What follows belongs to an exercise in optimizing a design on an open flow for small area and a short achievable clock period; a production flow would make more cautious choices.
Where RTL was checked, it was by simulation tests only, not by an equivalence proof against the original.
No activity file was given, so power comes from the tool's default toggle rates.

## run 1
Design dual_mem_controller, start of the top module:
module dual_mem_controller (
    input  logic        CLK,
    input  logic        nRST,
    input  logic        imem0_ren,
    input  logic [12:0] imem0_addr,
    input  logic        imem1_ren,
    input  logic [12:0] imem1_addr,
    input  logic        dmem0_rd_valid,
    input  logic [12:0] dmem0_rd_addr,
    input  logic        dmem1_rd_valid,
    input  logic [12:0] dmem1_rd_addr,
    input  logic        dmem0_wr_valid,
    input  logic [12:0] dmem0_wr_addr,
    input  logic [63:0] dmem0_wr_data,
    input  logic        dmem1_wr_valid,
    input  logic [12:0] dmem1_wr_addr,
    input  logic [63:0] dmem1_wr_data,
    input  logic        dcache0_flushed,
    input  logic        dcache1_flushed,
    input  logic [1:0]  ram_state,
    input  logic [31:0] ram_load,
    output logic        imem0_hit,
    output logic [63:0] imem0_load,
    output logic        imem1_hit,
    output logic [63:0] imem1_load,
    output logic        dmem0_rd_resp_valid,
    output logic [63:0] dmem0_rd_resp_data,
    output logic        dmem1_rd_resp_valid,
    output logic [63:0] dmem1_rd_resp_data,
    output logic        slow_down,
    output logic        flushed,
    output logic        ram_ren,
    output logic        ram_wen,
    output logic [13:0] ram_addr,
    output logic [31:0] ram_store
);
export LEC_CHECK = 0
export CAP_MARGIN = 20
export CORE_MARGIN = 2
export CORE_UTILIZATION = 60
export CTS_BUF_LIST = sky130_fd_sc_hd__clkbuf_8
export CTS_CLUSTER_DIAMETER = 50
export CTS_CLUSTER_SIZE = 16
export PLACE_DENSITY = 0.72
export SETUP_SLACK_MARGIN = 2.6
export SLEW_MARGIN = 20
create_clock -name core_clock -period 5.8 [get_ports {CLK}]
standard.sh (not shown) runs the stock make flow with config.mk's settings and CLKGATE_MAP_FILE= SYNTH_SCRIPT=/design/flow/synth_recipe.tcl, a recipe that flattens the netlist after the stock synthesis.
==> flow/flow/run.sh <==
#!/bin/bash
set -euo pipefail
export BUFFER_PORTS_ARGS="-buffer_cell sky130_fd_sc_hd__buf_1"
bash standard.sh finish > make_finish.log 2>&1
What run 2 does differently from run 1 at the input level:
- swapping 2.6 for 2.7 in SETUP_SLACK_MARGIN
==> comparison <==
- Any difference in total global-route track usage between run 2 and run 1 is small enough to ignore.
- Non-clock buffer total of the final layout ended up 15 higher on run 2 than on run 1.
- Reported for run 1 and run 2, maximum count of clock buffers along a single path turned out identical to the last digit.
- Relative to run 1, minimum setup slack in the final design has gone up in run 2.
- Taking run 1 as the reference point, the final cell count of run 2 rises by 16.
Input-level comparison between run 3 and run 2:
- SETUP_SLACK_MARGIN changed from 2.7 to 2.5
- CTS_BUF_LIST changed from sky130_fd_sc_hd__clkbuf_8 to sky130_fd_sc_hd__clkbuf_8 sky130_fd_sc_hd__clkbuf_16
Results
Run 3 ends up with lower number of buffers other than clock buffers in the final layout than run 2 does.
Diff run 3..run 2 | total stage count of the critical path | unchanged
Run 3 ended with more clock network fraction of design power than run 2.
Going from run 2 to run 3, final worst-path cycle share grows by 0.56 points.
Run 2 -> run 3: async set-or-reset flop fraction in the synthesized netlist delta 0, exact match
Routed wire length of run 3 is on par with run 2.
On combinational power share: between run 2 and run 3, it ends up lower for run 3.
Final design utilization in run 3 is 1.2 points higher than in run 2
Modified inputs, run 4 compared to run 3
- changing SETUP_SLACK_MARGIN from 2.5 to 2.8
- changing CTS_BUF_LIST from sky130_fd_sc_hd__clkbuf_8 sky130_fd_sc_hd__clkbuf_16 to sky130_fd_sc_hd__clkbuf_4 sky130_fd_sc_hd__clkbuf_8
- removing CTS_CLUSTER_DIAMETER (formerly 50)
- removing CTS_CLUSTER_SIZE (formerly 16)
Results
[compare] base=run 3 new=run 4: fraction of final layout cells sized beyond drive strength 1 rose by 3.7 points, share of final layout cell area taken by clock buffers and inverters increased by 0.76 points relative to the old numbers, filler cell count in the final layout up 64, wire length after detailed routing dropped 1.1%.
diff inputs: run 4 => run 5
- changing CTS_BUF_LIST from sky130_fd_sc_hd__clkbuf_4 sky130_fd_sc_hd__clkbuf_8 to sky130_fd_sc_hd__clkbuf_8
- setting CTS_CLUSTER_DIAMETER to 50 for the first time
- setting CTS_CLUSTER_SIZE to 16 for the first time
## What came out
- Compared to run 4, run 5 shows a narrower setup margin.
- Run 5: done, clean on timing, DRC and antenna
- Taking run 4 as the reference, in run 5 shortest clock period the worst path allows after layout moved up; H-tree depth decreased 1.


Another version of the RTL of dual_mem_controller (not shown whole).
For scale: roughly 640 flip-flops, about 560 I/O pins, roughly 31000 sq um of cells after synthesis.
Settings: LEC_CHECK=0, CAP_MARGIN=20, CORE_MARGIN=2, CORE_UTILIZATION=40, SETUP_SLACK_MARGIN=2.5, SLEW_MARGIN=20; clock period 5.8 ns.
Scripts as last shown in full above: flow/flow/run.sh
Next try:
Settings changed: CORE_UTILIZATION 40 to 60, CTS_BUF_LIST set to sky130_fd_sc_hd__clkbuf_4 sky130_fd_sc_hd__clkbuf_8, PLACE_DENSITY set to 0.72.
Global-route usage came out higher by 15 points.
Cell area fell by about 2%.
Area after synthesis is unchanged.
Sequential share of layout area climbs by 0.74 points.
Clock-buffer cell count is higher by 77.
Via count grows by 5.0%.
No run of this note included a check of the RTL's function; only the layout flow was run.


Another version of the RTL of dual_mem_controller (not shown whole).
For scale: about 2200 cells after synthesis, about 640 flip-flops, about 560 I/O pins, about 0.029 mm^2 of cells after synthesis.
==> flow/config.mk <==
export PLATFORM = sky130hd
export DESIGN_NAME = dual_mem_controller
export DESIGN_NICKNAME = dual_mem_controller
export VERILOG_FILES = /design/flow/design.v
export SDC_FILE = /design/flow/constraint.sdc
export NUM_CORES = 4
export LEC_CHECK = 0
export CAP_MARGIN = 20
export CORE_MARGIN = 2
export CORE_UTILIZATION = 60
export CTS_BUF_LIST = sky130_fd_sc_hd__clkbuf_8
export CTS_CLUSTER_DIAMETER = 50
export CTS_CLUSTER_SIZE = 16
export PLACE_DENSITY = 0.72
export SETUP_SLACK_MARGIN = 2.9
export SLEW_MARGIN = 20
==> flow/constraint.sdc <==
create_clock -name core_clock -period 5.8 [get_ports {CLK}]
set_input_delay 1.1600 -clock core_clock [delete_from_list [all_inputs] [get_ports {CLK}]]
set_output_delay 1.1600 -clock core_clock [all_outputs]
set_load 0.01 [all_outputs]
Scripts as last shown in full above: flow/flow/run.sh
The starting point completed with no timing, DRC or antenna violations.
Change:
--- a/flow/config.mk
+++ b/flow/config.mk
@@ -14,3 +14,3 @@
 export PLACE_DENSITY = 0.72
-export SETUP_SLACK_MARGIN = 2.9
+export SETUP_SLACK_MARGIN = 3.1
 export SLEW_MARGIN = 20
Effect:
- The changed run produced a clean layout
- power rose slightly
- cell count hardly moves
- non-clock buffer count rose by 9
- utilization rose by 0.75 points
- maximum frequency fell by a few percent
- flip-flop and latch count does not change
- sequential share of layout area fell by 0.52 points
- die area does not change
- routed wire length rose slightly
Change:
--- a/flow/config.mk
+++ b/flow/config.mk
@@ -14,3 +14,3 @@
 export PLACE_DENSITY = 0.72
-export SETUP_SLACK_MARGIN = 3.1
+export SETUP_SLACK_MARGIN = 2.7
 export SLEW_MARGIN = 20
Outcome: Global-route usage rises by 1.0 points. Via count is about the same. Count of clock-buffer cells in the layout does not change. First-iteration DRC count increases by 15%. Setup slack is worse by 0.14 ns. Cell area goes down by 1.5%. Synthesized area is unchanged. Wire length grows by 3.3%.
Change:
--- a/flow/config.mk
+++ b/flow/config.mk
@@ -14,3 +14,3 @@
 export PLACE_DENSITY = 0.72
-export SETUP_SLACK_MARGIN = 2.7
+export SETUP_SLACK_MARGIN = 2.8
 export SLEW_MARGIN = 20
=> The new run completed without violations. Synthesized cell count is unchanged. Clock power came out higher by about 1%. Cell count stays flat. Setup slack gets better by 0.24 ns. Via count came out lower by 1.0%. Wire length came out lower by 4.2%. Design area is about the same.
Change:
--- a/flow/config.mk
+++ b/flow/config.mk
@@ -9,3 +9,3 @@
 export CORE_MARGIN = 2
-export CORE_UTILIZATION = 60
+export CORE_UTILIZATION = 65
 export CTS_BUF_LIST = sky130_fd_sc_hd__clkbuf_8
@@ -13,4 +13,4 @@
 export CTS_CLUSTER_SIZE = 16
-export PLACE_DENSITY = 0.72
-export SETUP_SLACK_MARGIN = 2.8
+export PLACE_DENSITY = 0.75
+export SETUP_SLACK_MARGIN = 2.7
 export SLEW_MARGIN = 20
Effect:
- The new run completed with no timing, DRC or antenna violations
- register-to-register slack loses 0.15 ns
- global-route usage increases by 3.8 points
- clock skew decreases by 0.023 ns
- hold slack loses 0.027 ns
- power stays flat
- non-clock buffer count decreases by 12
- sequential power hardly moves
- final cell count decreases by about 2.7%
- clock-buffer cell count decreases by 2
- worst setup slack loses 0.30 ns


Setup of 08-04:
RTL: one of the versions met above, not the one the previous note started from.
Size in the first run: ~2300 cells after synthesis, ~660 flip-flops, about 0.030 mm^2 of cells after synthesis.
clock: 5.8 ns
lec_check: 0
cap_margin: 5
core_margin: 2
core_utilization: 60
cts_buf_list: sky130_fd_sc_hd__clkbuf_8
cts_cluster_diameter: 50
cts_cluster_size: 16
place_density: 0.72
setup_slack_margin: 2.7
slew_margin: 5
Scripts as last shown in full above: flow/flow/run.sh
08-04 did not stop at any stage, and its layout met the timing, design-rule and antenna checks.
## Diff of input files: 11-22 against 08-04
- CORE_UTILIZATION: 60 -> 70
- CAP_MARGIN: 5 -> 20
- SLEW_MARGIN: 5 -> 20
- PLACE_DENSITY: 0.72 -> 0.8
### Flow results
- Cell count (11-22 over 08-04): decrease, 90
- Min number of vias in the routed layout across 11-22 and 08-04: 08-04
- Summary of 11-22 over 08-04: tapcell count decreased by 87 relative to the old numbers; wire length decreased by 1.8% relative to the old numbers; share of final layout cell area taken by clock buffers and inverters decreased by 0.47 points relative to the old numbers; first-pass GRT wire length decreased by 2.3% relative to the old numbers; non-clock buffer count decreased by about 0.33% relative to the old numbers.


Another version of the RTL of dual_mem_controller (not shown whole).
Size in the first run: about 3,800 cells after synthesis, about 560 I/O pins, about 31,000 µm² of cells after synthesis.
make LEC_CHECK=0 CAP_MARGIN=20 CORE_MARGIN=2 CORE_UTILIZATION=40 SETUP_SLACK_MARGIN=2.5 SLEW_MARGIN=20 finish   # period 5.8 ns
run.sh (not shown) runs the stock make flow with config.mk's settings and CLKGATE_MAP_FILE= SYNTH_SCRIPT=/design/flow/synth_recipe.tcl, a recipe that flattens the netlist after the stock synthesis.
Stock flow here: none of the scripts above is used.
Edit:
==> flow/flow/run.sh (new file) <==
#!/bin/bash
set -euo pipefail
export BUFFER_PORTS_ARGS="-buffer_cell sky130_fd_sc_hd__buf_1"
bash standard.sh finish > make_finish.log 2>&1
==> flow/standard.sh (new file) <==
#!/bin/bash
# synth_recipe.tcl (not shown) runs the flow's synth.tcl, then flattens the netlist and writes it again
# the make line also repeats each setting of config.mk as NAME=value (left out here)
make -C /OpenROAD-flow-scripts/flow DESIGN_CONFIG=/design/flow/config.mk WORK_HOME=/design/flow/orfs CLKGATE_MAP_FILE= SYNTH_SCRIPT=/design/flow/synth_recipe.tcl "${@:-finish}"
- SETUP_SLACK_MARGIN: 2.5 -> unset
removed: flow/run.sh
What happened:
- worst setup slack got worse by 0.74 ns
- final cell count fell by about 1.7%
- sequential power hardly moves
- area after synthesis stays the same
- fmax fell by about 16%
- routed wire length fell by 3.4%
- via count fell by about 2%
- die area does not change
- sequential cell count does not change
No functional check of the RTL was part of any run of this note.


## before
Another version of the RTL of dual_mem_controller (not shown whole).
For scale: ~660 flip-flops, ~560 I/O pins, ~30000 um^2 of cells after synthesis.
==> flow/config.mk <==
export PLATFORM = sky130hd
export DESIGN_NAME = dual_mem_controller
export DESIGN_NICKNAME = dual_mem_controller
export VERILOG_FILES = /design/flow/design.v
export SDC_FILE = /design/flow/constraint.sdc
export NUM_CORES = 4
export LEC_CHECK = 0
export CAP_MARGIN = 20
export CORE_MARGIN = 2
export CORE_UTILIZATION = 70
export CTS_BUF_LIST = sky130_fd_sc_hd__clkbuf_4 sky130_fd_sc_hd__clkbuf_8
export PLACE_DENSITY = 0.8
export SETUP_SLACK_MARGIN = 3.0
export SLEW_MARGIN = 20
==> flow/constraint.sdc <==
create_clock -name core_clock -period 5.8 [get_ports {CLK}]
set_input_delay 1.1600 -clock core_clock [delete_from_list [all_inputs] [get_ports {CLK}]]
set_output_delay 1.1600 -clock core_clock [all_outputs]
set_load 0.01 [all_outputs]
standard.sh (not shown) runs the stock make flow with config.mk's settings and CLKGATE_MAP_FILE= SYNTH_SCRIPT=/design/flow/synth_recipe.tcl, a recipe that flattens the netlist after the stock synthesis.
==> flow/flow/run.sh <==
#!/bin/bash
set -euo pipefail
export BUFFER_PORTS_ARGS="-buffer_cell sky130_fd_sc_hd__buf_1"
bash standard.sh finish > make_finish.log 2>&1
Both conditions hold for before: the flow ran to the end and the final layout passed the timing, design-rule and antenna checks.
For after, these inputs were changed with respect to before:
- SETUP_SLACK_MARGIN: 3.0 -> 2.5
- CORE_UTILIZATION: 70 -> 60
- PLACE_DENSITY: 0.8 -> 0.72
## What came out
Timing, DRC, antenna: 0 failures across before and after
The minimum setup slack in the final design number comes out higher for after vs before.
Sequential share of layout area is lower on before
after ends up with a final area that is 330 um^2 lower than in before.
after against before: wire length fell by 2.1%, via count lower, global-route usage dropped 6.6 points.
No functional check of the RTL was part of any run of this note.

## static timing again, ports no longer ideal
Ports are ideal in the flow. The routed layouts listed here were re-timed in OpenROAD. Step 1 (the two cells are an assumption about what drives the block):
set clk [get_ports {CLK}]
set_driving_cell -lib_cell sky130_fd_sc_hd__clkbuf_16 $clk
set_driving_cell -lib_cell sky130_fd_sc_hd__buf_2 [delete_from_list [all_inputs] $clk]
Step 2 adds t to the input delays and takes it off the output delays; t is the mean of the earliest and latest rising clock arrival at the registers after step 1. Input paths then give back, and output paths get back, about the clock's delay inside the block. a / b / c = ideal / step 1 / step 2; a / b = the first two.
| run | t (ns) | slack for setup (ns) | pins driven straight from the clock port |
|---|---|---|---|
| run 1 | 0.765 | 2.602 / 2.535 / 2.186 | 1 |
| run 2 | 0.748 | 2.637 / 2.605 / 2.215 | 1 |
| run 3 | 0.680 | 2.605 / 2.554 / 1.987 | 1 |
| run 4 | 0.758 | 2.626 / 2.584 / 2.185 | 1 |
| run 5 | 0.757 | 2.589 / 2.564 / 2.141 | 1 |
| the first run of note 2 | 0.688 | 2.301 / 2.332 / 1.645 | 1 |
| the second run of note 2 | 0.780 | 2.376 / 2.376 / 1.650 | 1 |
| the first run of note 3 | 0.742 | 2.619 / 2.590 / 2.296 | 1 |
| the second run of note 3 | 0.752 | 2.538 / 2.507 / 2.430 | 1 |
| the third run of note 3 | 0.752 | 2.394 / 2.354 / 2.024 | 1 |
| the fourth run of note 3 | 0.744 | 2.638 / 2.610 / 2.252 | 1 |
| the fifth run of note 3 | 0.730 | 2.341 / 2.258 / 2.060 | 1 |
| 08-04 | 0.758 | 2.638 / 2.597 / 2.133 | 1 |
| 11-22 | 0.745 | 2.548 / 2.510 / 2.100 | 1 |
| the first run of note 5 | 0.692 | 1.914 / 1.914 / 1.330 | 1 |
| the second run of note 5 | 0.684 | 1.170 / 1.170 / 1.082 | 1 |
| before | 0.733 | 2.474 / 2.430 / 2.320 | 1 |
| after | 0.754 | 2.555 / 2.532 / 1.837 | 1 |
After both steps setup and hold are still met in every run listed. For the second run of note 2, which loses most, drivers alone change the setup slack by 0.000 ns; drivers and shift together by -0.726 ns.
